Background: an optimization exercise with open tools, aiming at small area. Do not read the settings as production practice. In this exercise RTL edits were held to simulation tests only and were not proved equivalent to the original.

==> build 33 <==
==> flow/design.v <==
package npc_pkg;
  typedef enum logic [2:0] {
    CTRL_SEQ  = 3'b000,
    CTRL_RSV  = 3'b001,
    CTRL_JAL  = 3'b010,
    CTRL_JALR = 3'b011,
    CTRL_BEQ  = 3'b100,
    CTRL_BNE  = 3'b101,
    CTRL_BLT  = 3'b110,
    CTRL_BGE  = 3'b111
  } ctrl_npc_e;
  localparam logic [1:0] CTR_SNT = 2'b00;
  localparam logic [1:0] CTR_WNT = 2'b01;
  localparam logic [1:0] CTR_WT  = 2'b10;
  localparam logic [1:0] CTR_ST  = 2'b11;
endpackage
import npc_pkg::*;
module npc_btb #(
  parameter int DATAWIDTH   = 32,
  parameter int BTB_ENTRIES = 16
) (
  input  logic                 clk,
  input  logic                 rst_n,
  input  logic [DATAWIDTH-1:2] lk_pc,
  input  logic [BTB_ENTRIES-1:0] lk_oh,
  output logic                 lk_taken,
  output logic [DATAWIDTH-1:0] lk_target,
  input  logic                 up_en,
  input  logic [DATAWIDTH-1:2] up_pc,
  input  logic                 up_taken,
  input  logic [DATAWIDTH-1:0] up_target
);
  localparam int IDX_W = $clog2(BTB_ENTRIES);
  localparam int TAG_W = DATAWIDTH - 2 - IDX_W;
  logic [BTB_ENTRIES-1:0]                vld_q;
  logic [BTB_ENTRIES-1:0][TAG_W-1:0]     tag_q;
  logic [BTB_ENTRIES-1:0][1:0]           ctr_q;
  logic [BTB_ENTRIES-1:0][DATAWIDTH-1:0] tgt_q;
  logic [IDX_W-1:0] lk_idx, up_idx;
  logic [TAG_W-1:0] lk_tag, up_tag;
  assign lk_idx = lk_pc[IDX_W+1:2];
  assign lk_tag = lk_pc[DATAWIDTH-1:IDX_W+2];
  assign up_idx = up_pc[IDX_W+1:2];
  assign up_tag = up_pc[DATAWIDTH-1:IDX_W+2];
  logic [BTB_ENTRIES-1:0] lk_sel, up_sel;
  always_comb begin
    for (int i = 0; i < BTB_ENTRIES; i++) begin
      lk_sel[i] = lk_oh[i];
      up_sel[i] = (up_idx == IDX_W'(i));
    end
  end
  logic                 lk_vld, lk_ctr1;
  logic [TAG_W-1:0]     lk_tagr;
  logic [DATAWIDTH-1:0] lk_tgt;
  logic                 up_vld;
  logic [TAG_W-1:0]     up_tagr;
  logic [1:0]           up_ctr;
  logic [BTB_ENTRIES-1:0] c_ctr0, c_ctr1;
  logic [TAG_W-1:0][BTB_ENTRIES-1:0] c_tag;
  logic [DATAWIDTH-1:0][BTB_ENTRIES-1:0] c_tgt;
  always_comb begin
    for (int i = 0; i < BTB_ENTRIES; i++) begin
      c_ctr0[i] = ctr_q[i][0];
      c_ctr1[i] = ctr_q[i][1];
      for (int b = 0; b < TAG_W; b++) c_tag[b][i] = tag_q[i][b];
      for (int b = 0; b < DATAWIDTH; b++) c_tgt[b][i] = tgt_q[i][b];
    end
  end
  npc_ohmux #(BTB_ENTRIES) u_lk_vld (.sel(lk_sel), .d(vld_q),  .q(lk_vld));
  npc_ohmux #(BTB_ENTRIES) u_lk_ctr (.sel(lk_sel), .d(c_ctr1), .q(lk_ctr1));
  npc_ohmux #(BTB_ENTRIES) u_up_vld (.sel(up_sel), .d(vld_q),  .q(up_vld));
  npc_ohmux #(BTB_ENTRIES) u_up_c0  (.sel(up_sel), .d(c_ctr0), .q(up_ctr[0]));
  npc_ohmux #(BTB_ENTRIES) u_up_c1  (.sel(up_sel), .d(c_ctr1), .q(up_ctr[1]));
  for (genvar b = 0; b < TAG_W; b++) begin : g_tag
    npc_ohmux #(BTB_ENTRIES) u_lk (.sel(lk_sel), .d(c_tag[b]), .q(lk_tagr[b]));
    npc_ohmux #(BTB_ENTRIES) u_up (.sel(up_sel), .d(c_tag[b]), .q(up_tagr[b]));
  end
  for (genvar b = 0; b < DATAWIDTH; b++) begin : g_tgt
    npc_ohmux #(BTB_ENTRIES) u_lk (.sel(lk_sel), .d(c_tgt[b]), .q(lk_tgt[b]));
  end
  assign lk_taken  = lk_vld && (lk_tagr == lk_tag) && lk_ctr1;
  assign lk_target = lk_tgt;
  logic       up_hit;
  logic [1:0] ctr_new;
  assign up_hit = up_vld && (up_tagr == up_tag);
  always_comb begin
    if (!up_hit)       ctr_new = CTR_WT;
    else if (up_taken) ctr_new = (up_ctr == CTR_ST)  ? CTR_ST  : up_ctr + 2'd1;
    else               ctr_new = (up_ctr == CTR_SNT) ? CTR_SNT : up_ctr - 2'd1;
  end
  logic wr_t, wr_c;
  assign wr_t = up_en && up_taken;
  assign wr_c = up_en && (up_taken || up_hit);
  always_ff @(posedge clk or negedge rst_n) begin
    if (!rst_n) vld_q <= '0;
    else        vld_q <= vld_q | ({BTB_ENTRIES{wr_t}} & up_sel);
  end
  always_ff @(posedge clk) begin
    for (int i = 0; i < BTB_ENTRIES; i++) begin
      if (wr_t && up_sel[i]) begin
        tag_q[i] <= up_tag;
        tgt_q[i] <= up_target;
      end
      if (wr_c && up_sel[i]) ctr_q[i] <= ctr_new;
    end
  end
endmodule
module npc_ohmux #(
  parameter int N = 32
) (
  input  logic [N-1:0] sel,
  input  logic [N-1:0] d,
  output logic         q
);
  localparam int G3 = N / 3;
  localparam int R  = N % 3;
  logic [G3-1:0] t_n;
  for (genvar g = 0; g < G3; g++) begin : g_aoi
    npc_aoi222 u_aoi (.s(sel[3*g +: 3]), .d(d[3*g +: 3]), .y_n(t_n[g]));
  end
  logic [R-1:0] r_n;
  for (genvar r = 0; r < R; r++) begin : g_rem
    npc_nand2 u_nd (.a(sel[3*G3 + r]), .b(d[3*G3 + r]), .y_n(r_n[r]));
  end
  npc_nand_or #(G3 + R) u_or (.a_n({r_n, t_n}), .y(q));
endmodule
module npc_aoi222 (
  input  logic [2:0] s,
  input  logic [2:0] d,
  output logic       y_n
);
  assign y_n = ~|(s & d);
endmodule
module npc_nand2 (
  input  logic a,
  input  logic b,
  output logic y_n
);
  assign y_n = ~(a & b);
endmodule
module npc_nand_or #(
  parameter int N = 11
) (
  input  logic [N-1:0] a_n,
  output logic         y
);
  assign y = ~&a_n;
endmodule
import npc_pkg::*;
module npc_bp #(
  parameter int                  DATAWIDTH   = 32,
  parameter int                  BTB_ENTRIES = 32,
  parameter logic [DATAWIDTH-1:0] RESET_PC   = 32'h0000_0000,
  parameter int                  CNT_WIDTH   = 16
) (
  input  logic                 clk,
  input  logic                 rst_n,
  input  logic                 stall,
  output logic [DATAWIDTH-1:0] pc,
  output logic [DATAWIDTH-1:0] pred_npc,
  output logic                 pred_taken,
  input  logic                 ex_valid,
  input  logic [DATAWIDTH-1:0] ex_pc,
  input  logic [DATAWIDTH-1:0] ex_pred_npc,
  input  logic [2:0]           ex_ctrl_NPC,
  input  logic [1:0]           ex_flags,
  input  logic [DATAWIDTH-1:0] ex_imm,
  input  logic [DATAWIDTH-1:0] ex_result_ALU,
  output logic [DATAWIDTH-1:0] ex_pc_add4,
  output logic                 flush,
  output logic [CNT_WIDTH-1:0] mispredict_cnt
);
  localparam int IDX_W = $clog2(BTB_ENTRIES);
  logic [DATAWIDTH-1:0]   pc_q, pc_d;
  logic [CNT_WIDTH-1:0]   cnt_q, cnt_d, cnt_inc;
  logic [DATAWIDTH-1:0]   btb_target, act_npc, pc_add4, br_tgt;
  logic                   btb_taken, act_taken, is_cti;
  logic [2:0]             ctrl;
  logic [BTB_ENTRIES-1:0] oh_q;
  npc_btb #(
    .DATAWIDTH  (DATAWIDTH),
    .BTB_ENTRIES(BTB_ENTRIES)
  ) u_btb (
    .clk      (clk),
    .rst_n    (rst_n),
    .lk_pc    (pc_q[DATAWIDTH-1:2]),
    .lk_oh    (oh_q),
    .lk_taken (btb_taken),
    .lk_target(btb_target),
    .up_en    (ex_valid && is_cti),
    .up_pc    (ex_pc[DATAWIDTH-1:2]),
    .up_taken (act_taken),
    .up_target(act_npc)
  );
  npc_inc4 #(DATAWIDTH) u_inc_pc (.a(pc_q),  .y(pc_add4));
  npc_inc4 #(DATAWIDTH) u_inc_ex (.a(ex_pc), .y(ex_pc_add4));
  npc_add  #(DATAWIDTH) u_add_br (.a(ex_pc), .b(ex_imm), .y(br_tgt));
  npc_inc1 #(CNT_WIDTH) u_inc_cnt (.a(cnt_q), .y(cnt_inc));
  assign pc             = pc_q;
  assign pred_taken     = btb_taken;
  assign pred_npc       = btb_taken ? btb_target : pc_add4;
  assign mispredict_cnt = cnt_q;
  assign ctrl           = ex_ctrl_NPC;
  always_comb begin
    is_cti    = 1'b0;
    act_taken = 1'b0;
    case (ctrl)
      CTRL_JAL, CTRL_JALR: begin is_cti = 1'b1; act_taken = 1'b1;          end
      CTRL_BEQ:            begin is_cti = 1'b1; act_taken =  ex_flags[0];  end
      CTRL_BNE:            begin is_cti = 1'b1; act_taken = !ex_flags[0];  end
      CTRL_BLT:            begin is_cti = 1'b1; act_taken =  ex_flags[1];  end
      CTRL_BGE:            begin is_cti = 1'b1; act_taken = !ex_flags[1];  end
      default:             ;
    endcase
    if (ctrl == CTRL_JALR) act_npc = ex_result_ALU & {{(DATAWIDTH-1){1'b1}}, 1'b0};
    else if (act_taken)    act_npc = br_tgt;
    else                   act_npc = ex_pc_add4;
    flush = ex_valid && (act_npc != ex_pred_npc);
    if (flush)      pc_d = act_npc;
    else if (stall) pc_d = pc_q;
    else            pc_d = pred_npc;
    cnt_d = cnt_q;
    if (flush && (cnt_q != '1)) cnt_d = cnt_inc;
  end
  always_ff @(posedge clk or negedge rst_n) begin
    if (!rst_n) begin
      pc_q  <= RESET_PC;
      cnt_q <= '0;
    end else begin
      pc_q  <= pc_d;
      cnt_q <= cnt_d;
    end
  end
  always_ff @(posedge clk or negedge rst_n) begin
    if (!rst_n) oh_q <= BTB_ENTRIES'(1) << RESET_PC[IDX_W+1:2];
    else        oh_q <= BTB_ENTRIES'(1) << pc_d[IDX_W+1:2];
  end
endmodule
module npc_inc4 #(
  parameter int W = 32
) (
  input  logic [W-1:0] a,
  output logic [W-1:0] y
);
  localparam int NB = (W - 2 + 3) / 4;
  logic [W-1:0]  c;
  logic [NB-1:0] ba;
  always_comb begin
    c = '0;
    for (int k = 0; k < NB; k++) begin
      ba[k] = 1'b1;
      for (int i = 2 + 4*k; i < 2 + 4*k + 4; i++)
        if (i < W) ba[k] = ba[k] & a[i];
    end
    for (int k = 0; k < NB; k++) begin
      logic bc;
      bc = 1'b1;
      for (int j = 0; j < k; j++) bc = bc & ba[j];
      for (int i = 2 + 4*k; i < 2 + 4*k + 4; i++) begin
        if (i < W) begin
          c[i] = bc;
          for (int m = 2 + 4*k; m < i; m++) c[i] = c[i] & a[m];
        end
      end
    end
  end
  assign y[1:0] = a[1:0];
  assign y[W-1:2] = a[W-1:2] ^ c[W-1:2];
endmodule
module npc_inc1 #(
  parameter int W = 16
) (
  input  logic [W-1:0] a,
  output logic [W-1:0] y
);
  logic [W:0] c;
  assign c[0] = 1'b1;
  for (genvar i = 0; i < W; i++) begin : g_bit
    assign y[i]   = a[i] ^ c[i];
    assign c[i+1] = a[i] & c[i];
  end
endmodule
module npc_add #(
  parameter int W = 32
) (
  input  logic [W-1:0] a,
  input  logic [W-1:0] b,
  output logic [W-1:0] y
);
  logic [W-1:0] g, p, gc;
  assign g = a & b;
  assign p = a ^ b;
  always_comb begin
    logic [W-1:0] gg, pp;
    gg = g;
    pp = p;
    for (int l = 1; l < W; l = l * 2)
      for (int i = 2*l - 1; i < W; i += 2*l) begin
        gg[i] = gg[i] | (pp[i] & gg[i-l]);
        pp[i] = pp[i] & pp[i-l];
      end
    for (int l = W / 4; l >= 1; l = l / 2)
      for (int i = 3*l - 1; i < W; i += 2*l) begin
        gg[i] = gg[i] | (pp[i] & gg[i-l]);
        pp[i] = pp[i] & pp[i-l];
      end
    gc = gg;
  end
  assign y[0] = p[0];
  assign y[W-1:1] = p[W-1:1] ^ gc[W-2:0];
endmodule
==> flow/flow/run.sh <==
#!/bin/bash
# Standard ORFS layout (the standard.sh) with two changes: clock-tree
# synthesis uses clkbuf_16 with larger sink clusters and no dummy loads, and
# the port buffers are plain buf_2 cells. Each tool's output is kept in a log
# file in the work folder.
set -euo pipefail
export CTS_ARGS="-sink_clustering_enable -repair_clock_nets -dont_use_dummy_load -buf_list sky130_fd_sc_hd__clkbuf_16 -sink_clustering_size 20 -sink_clustering_max_diameter 60"
export BUFFER_PORTS_ARGS="-buffer_cell sky130_fd_sc_hd__buf_2"
bash standard.sh > standard_make.log 2>&1 || { tail -50 standard_make.log; exit 1; }
==> flow/standard.sh <==
#!/bin/bash
# synth_recipe.tcl (not shown) runs the flow's synth.tcl, then flattens the netlist and writes it again
# the make line also repeats each setting of config.mk as NAME=value (left out here)
make -C /OpenROAD-flow-scripts/flow DESIGN_CONFIG=/design/flow/config.mk WORK_HOME=/design/flow/orfs CLKGATE_MAP_FILE= SYNTH_SCRIPT=/design/flow/synth_recipe.tcl "${@:-finish}"
==> flow/config.mk <==
export PLATFORM = sky130hd
export DESIGN_NAME = npc_bp
export DESIGN_NICKNAME = npc_bp
export VERILOG_FILES = /design/flow/design.v
export SDC_FILE = /design/flow/constraint.sdc
export NUM_CORES = 4
export LEC_CHECK = 0
export CAP_MARGIN = 20
export CELL_PAD_IN_SITES_DETAIL_PLACEMENT = 1
export CELL_PAD_IN_SITES_GLOBAL_PLACEMENT = 1
export CORE_MARGIN = 2
export CORE_UTILIZATION = 40
export PLACE_DENSITY = 0.45
export SLEW_MARGIN = 20
export SYNTH_HIERARCHICAL = 1
==> flow/constraint.sdc <==
create_clock -name core_clock -period 9.0 [get_ports {clk}]
set_input_delay 1.8000 -clock core_clock [delete_from_list [all_inputs] [get_ports {clk}]]
set_output_delay 1.8000 -clock core_clock [all_outputs]
set_load 0.01 [all_outputs]
==> build 16 (differences from build 33) <==
--- a/flow/design.v
+++ b/flow/design.v
@@ -22,7 +22,6 @@
   input  logic                 clk,
   input  logic                 rst_n,
   input  logic [DATAWIDTH-1:2] lk_pc,
-  input  logic [BTB_ENTRIES-1:0] lk_oh,
   output logic                 lk_taken,
   output logic [DATAWIDTH-1:0] lk_target,
   input  logic                 up_en,
@@ -45,7 +44,7 @@
   logic [BTB_ENTRIES-1:0] lk_sel, up_sel;
   always_comb begin
     for (int i = 0; i < BTB_ENTRIES; i++) begin
-      lk_sel[i] = lk_oh[i];
+      lk_sel[i] = (lk_idx == IDX_W'(i));
       up_sel[i] = (up_idx == IDX_W'(i));
     end
   end
@@ -170,13 +169,11 @@
   output logic                 flush,
   output logic [CNT_WIDTH-1:0] mispredict_cnt
 );
-  localparam int IDX_W = $clog2(BTB_ENTRIES);
   logic [DATAWIDTH-1:0]   pc_q, pc_d;
   logic [CNT_WIDTH-1:0]   cnt_q, cnt_d, cnt_inc;
   logic [DATAWIDTH-1:0]   btb_target, act_npc, pc_add4, br_tgt;
   logic                   btb_taken, act_taken, is_cti;
   logic [2:0]             ctrl;
-  logic [BTB_ENTRIES-1:0] oh_q;
   npc_btb #(
     .DATAWIDTH  (DATAWIDTH),
     .BTB_ENTRIES(BTB_ENTRIES)
@@ -184,7 +181,6 @@
     .clk      (clk),
     .rst_n    (rst_n),
     .lk_pc    (pc_q[DATAWIDTH-1:2]),
-    .lk_oh    (oh_q),
     .lk_taken (btb_taken),
     .lk_target(btb_target),
     .up_en    (ex_valid && is_cti),
@@ -194,7 +190,9 @@
   );
   npc_inc4 #(DATAWIDTH) u_inc_pc (.a(pc_q),  .y(pc_add4));
   npc_inc4 #(DATAWIDTH) u_inc_ex (.a(ex_pc), .y(ex_pc_add4));
-  npc_add  #(DATAWIDTH) u_add_br (.a(ex_pc), .b(ex_imm), .y(br_tgt));
+  logic [DATAWIDTH-1:0] addend;
+  assign addend = act_taken ? ex_imm : DATAWIDTH'(4);
+  npc_add  #(DATAWIDTH) u_add_br (.a(ex_pc), .b(addend), .y(br_tgt));
   npc_inc1 #(CNT_WIDTH) u_inc_cnt (.a(cnt_q), .y(cnt_inc));
   assign pc             = pc_q;
   assign pred_taken     = btb_taken;
@@ -213,8 +211,7 @@
       default:             ;
     endcase
     if (ctrl == CTRL_JALR) act_npc = ex_result_ALU & {{(DATAWIDTH-1){1'b1}}, 1'b0};
-    else if (act_taken)    act_npc = br_tgt;
-    else                   act_npc = ex_pc_add4;
+    else                   act_npc = br_tgt;
     flush = ex_valid && (act_npc != ex_pred_npc);
     if (flush)      pc_d = act_npc;
     else if (stall) pc_d = pc_q;
@@ -231,10 +228,6 @@
       cnt_q <= cnt_d;
     end
   end
-  always_ff @(posedge clk or negedge rst_n) begin
-    if (!rst_n) oh_q <= BTB_ENTRIES'(1) << RESET_PC[IDX_W+1:2];
-    else        oh_q <= BTB_ENTRIES'(1) << pc_d[IDX_W+1:2];
-  end
 endmodule
 module npc_inc4 #(
   parameter int W = 32
==> flow/flow/run.sh (replaced) <==
#!/bin/bash
# Standard ORFS layout (the standard.sh) with two changes: clock-tree
# synthesis uses clkbuf_16 with larger sink clusters and no dummy loads, and
# the port buffers are plain buf_1 cells. Each tool's output is kept in a log
# file in the work folder.
set -euo pipefail
export CTS_ARGS="-sink_clustering_enable -repair_clock_nets -dont_use_dummy_load -buf_list sky130_fd_sc_hd__clkbuf_16 -sink_clustering_size 28 -sink_clustering_max_diameter 90"
export BUFFER_PORTS_ARGS="-buffer_cell sky130_fd_sc_hd__buf_1"
bash standard.sh > standard_make.log 2>&1 || { tail -50 standard_make.log; exit 1; }
Settings changed: CAP_MARGIN 20 to 10, PLACE_DENSITY 0.45 to 0.5, SLEW_MARGIN 20 to 10.
==> summary of the runs <==
Between build 16 and build 33, the lower clock skew is in build 33 (gap 0.028 ns).
Global-route usage: build 33 is higher than build 16 (1.4 points).
Between build 33 and build 16, the lower setup slack is in build 16 (gap 0.27 ns).
Against build 16, the clock-buffer cell count of build 33 is higher by 67.
In build 33 the non-clock buffer count is lower than in build 16, by 33.
In build 16 the register-to-register slack is better than in build 33, by 0.47 ns.
Of build 33 and build 16, build 33 has the higher synthesized cell count (gap about 3.3%, measured against build 16).
In build 16 the via count is smaller than in build 33, by about 3.8%.
Against build 33, the worst hold slack of build 16 is better by 0.015 ns.
In build 33 the cell count is larger than in build 16, by about 3.4%.

-- port drivers added, routing unchanged --
The flow's constraints put no driver on any port. The routed layouts listed below were extracted and timed again, unchanged, in two steps.
Step 1 assumes that a clkbuf_16 drives the clock port and a buf_2 every other input.
Step 2 times the ports against the registers' clock, not the clock port: input delays grow and output delays shrink by t, the midpoint of the rising clock arrivals with the driver on.
a / b / c = no drivers / after step 1 / after step 2; a / b = the first two.
| run | t (ns) | setup slack, ns | worst setup path after step 2 |
|---|---|---|---|
| build 33 | 0.926 | 0.429 / 0.411 / 0.411 | input to output |
| build 16 | 0.852 | 0.156 / 0.131 / 0.131 | input to output |
After both steps every run listed still meets setup and hold. For build 16, which loses most, drivers alone change the setup slack by -0.025 ns; drivers and shift together by -0.025 ns.
